This design comes from an exercise in tuning for small area on the open sky130 flow, not from production work.
The RTL was checked by simulation tests, not by an equivalence proof against the original design.

before:
// rv_plic_intr_coalesce
module rv_plic_intr_coalesce
#(
   parameter int unsigned NumSrc = 32,
   parameter int unsigned CntW   = rv_plic_intr_coalesce_pkg::CoalCntWDef,
   parameter int unsigned TmrW   = rv_plic_intr_coalesce_pkg::CoalTmrWDef
) (
   input  logic              clk_i,
   input  logic              rst_i,
   input  logic [NumSrc-1:0] evt_i,
   input  logic [NumSrc-1:0] en_i,
   input  logic [CntW-1:0]   thresh_i,
   input  logic [TmrW-1:0]   timeout_i,
   input  logic [NumSrc-1:0] clr_i,
   output logic [NumSrc-1:0] intr_src_o,
   output logic [NumSrc-1:0] ovf_o
);
   logic [TmrW:0] r_time;
   always_ff @(posedge clk_i) begin
      if (rst_i) r_time <= '0;
      else       r_time <= r_time + 1'b1;
   end
   logic [TmrW:0]   w_tmr_match;
   logic [1:0]      w_time_hi;
   logic [CntW-1:0] w_thresh_m1_n;
   logic            w_th_le1;
   logic            w_th_z;
   assign w_tmr_match   = r_time - {1'b0, timeout_i};
   assign w_time_hi     = r_time[TmrW:TmrW-1] + 2'd1;
   assign w_thresh_m1_n = ~(thresh_i - 1'b1);
   assign w_th_le1      = ~|thresh_i[CntW-1:1];
   assign w_th_z        = ~|thresh_i;
   for (genvar g = 0; g < NumSrc; g++) begin : g_chan
      rv_plic_intr_coalesce_chan u_chan (
         .i_clk         (clk_i),
         .i_rst         (rst_i),
         .i_evt         (evt_i[g]),
         .i_en          (en_i[g]),
         .i_clr         (clr_i[g]),
         .i_thresh_m1_n (w_thresh_m1_n),
         .i_th_le1      (w_th_le1),
         .i_th_z        (w_th_z),
         .i_time        (r_time),
         .i_tmr_match   (w_tmr_match),
         .i_time_hi     (w_time_hi),
         .o_intr        (intr_src_o[g]),
         .o_ovf         (ovf_o[g])
      );
   end
endmodule
For scale: ~190 I/O pins, about 44000 sq um of cells after synthesis.
clock: 5.0 ns
lec_check: 0
cap_margin: 20
core_margin: 2
core_utilization: 40
cts_buf_list: sky130_fd_sc_hd__clkbuf_16
cts_cluster_diameter: 100
cts_cluster_size: 24
slew_margin: 20
synth_hierarchical: 1
run.sh (not shown) runs the stock make flow with config.mk's settings and CLKGATE_MAP_FILE= SYNTH_SCRIPT=/design/flow/synth_recipe.tcl, a recipe that flattens the netlist after the stock synthesis.
Changes in after relative to before:
==> flow/flow/run.sh (new file) <==
#!/bin/bash
# Own layout flow: the standard flow (standard.sh) with
#  - an area-oriented ABC script for the combinational logic (synth.tcl),
#  - the smallest buffer on the input and output ports,
#  - CTS without dummy loads, with larger sink clusters of clkbuf_16.
# Each tool's output goes to the ORFS logs under orfs/logs; make's own output
# goes to flow_make.log here.
set -euo pipefail
W=$(pwd)
export OWN_ABC_SCRIPT=$W/flow/area.abc
bash standard.sh \
  SYNTH_SCRIPT=$W/flow/synth.tcl \
  "BUFFER_PORTS_ARGS=-buffer_cell sky130_fd_sc_hd__buf_1" \
  "CTS_ARGS=-sink_clustering_enable -repair_clock_nets -sink_clustering_size 24 -sink_clustering_max_diameter 100 -buf_list sky130_fd_sc_hd__clkbuf_16 -dont_use_dummy_load" \
  finish > $W/flow_make.log 2>&1
==> flow/flow/area.abc (new file) <==
&get -n
&st
&syn2
&dch -f
&nf -a
&st
&syn2
&dch -f
&nf -a
&put
==> flow/flow/synth.tcl (new file) <==
# The standard synthesis script (synth_recipe.tcl), with one change: the
# combinational mapping runs an area-oriented ABC script from this folder
# in place of ORFS's speed script. Registers, their names and cell types
# are those of the standard synthesis.
proc synth {args} { yosys synth -nofsm -noshare {*}$args }
proc abc {args} {
  set i [lsearch -exact $args -script]
  if { $i >= 0 } {
    lset args [expr { $i + 1 }] $::env(OWN_ABC_SCRIPT)
  }
  yosys abc {*}$args
}
source $::env(SCRIPTS_DIR)/synth.tcl
# left out here: clear keep_hierarchy, flatten, clean up, hide names made inside functions, write 1_2_yosys.v
==> flow/standard.sh (new file) <==
#!/bin/bash
# synth_recipe.tcl (not shown) runs the flow's synth.tcl, then flattens the netlist and writes it again
# the make line also repeats each setting of config.mk as NAME=value (left out here)
make -C /OpenROAD-flow-scripts/flow DESIGN_CONFIG=/design/flow/config.mk WORK_HOME=/design/flow/orfs CLKGATE_MAP_FILE= SYNTH_SCRIPT=/design/flow/synth_recipe.tcl "${@:-finish}"
removed: flow/run.sh
Findings:
- Routing usage on met2 was lower in after than in before.
- Part of the cycle the worst path needs: after lower than before
- Going from before to after, cell area shrank by a little under 10%.
- [after] area share of and/or/nand/nor cells after synthesis fell 4.2 points relative to before
- [diff] netlist area before placement, after relative to before: improvement
- Cmp after vs before: worst hold slack lower in after
- Going from before to after, fraction of the core area covered by cells at the end of the flow shrinks by 0.87 points.

==> afterwards: timing with drivers on the ports <==
No port has a modelled driver above. Below, the same layouts with a new extraction and two added sets of constraints.
Step 1, drivers: a clkbuf_16 drives clk_i and a buf_2 each remaining input, both assumed.
Step 2 moves the port delays by t, midway between the first and last clock arrival at a register: inputs arrive t later, outputs are due t later. That takes back most of the time a late clock gives input paths.
Three values: no drivers, after step 1, after step 2; two values: the first two.
| run | t, ns | setup slack, ns | hold slack, ns | worst data-port slew with drivers (ns) | pins driven straight from the clock port |
|---|---|---|---|---|---|
| before | 0.685 | 0.540 / 0.573 / -0.113 | 0.558 / 0.558 / 0.558 | 0.06 | 1 |
| after | 0.673 | 0.771 / 0.815 / 0.141 | 0.505 / 0.505 / 0.505 | 0.12 | 1 |
With both steps, setup timing fails in before, where it was met with ideal ports. The setup slack of before, which loses most, moves by +0.033 ns with the drivers and by -0.653 ns with both steps.
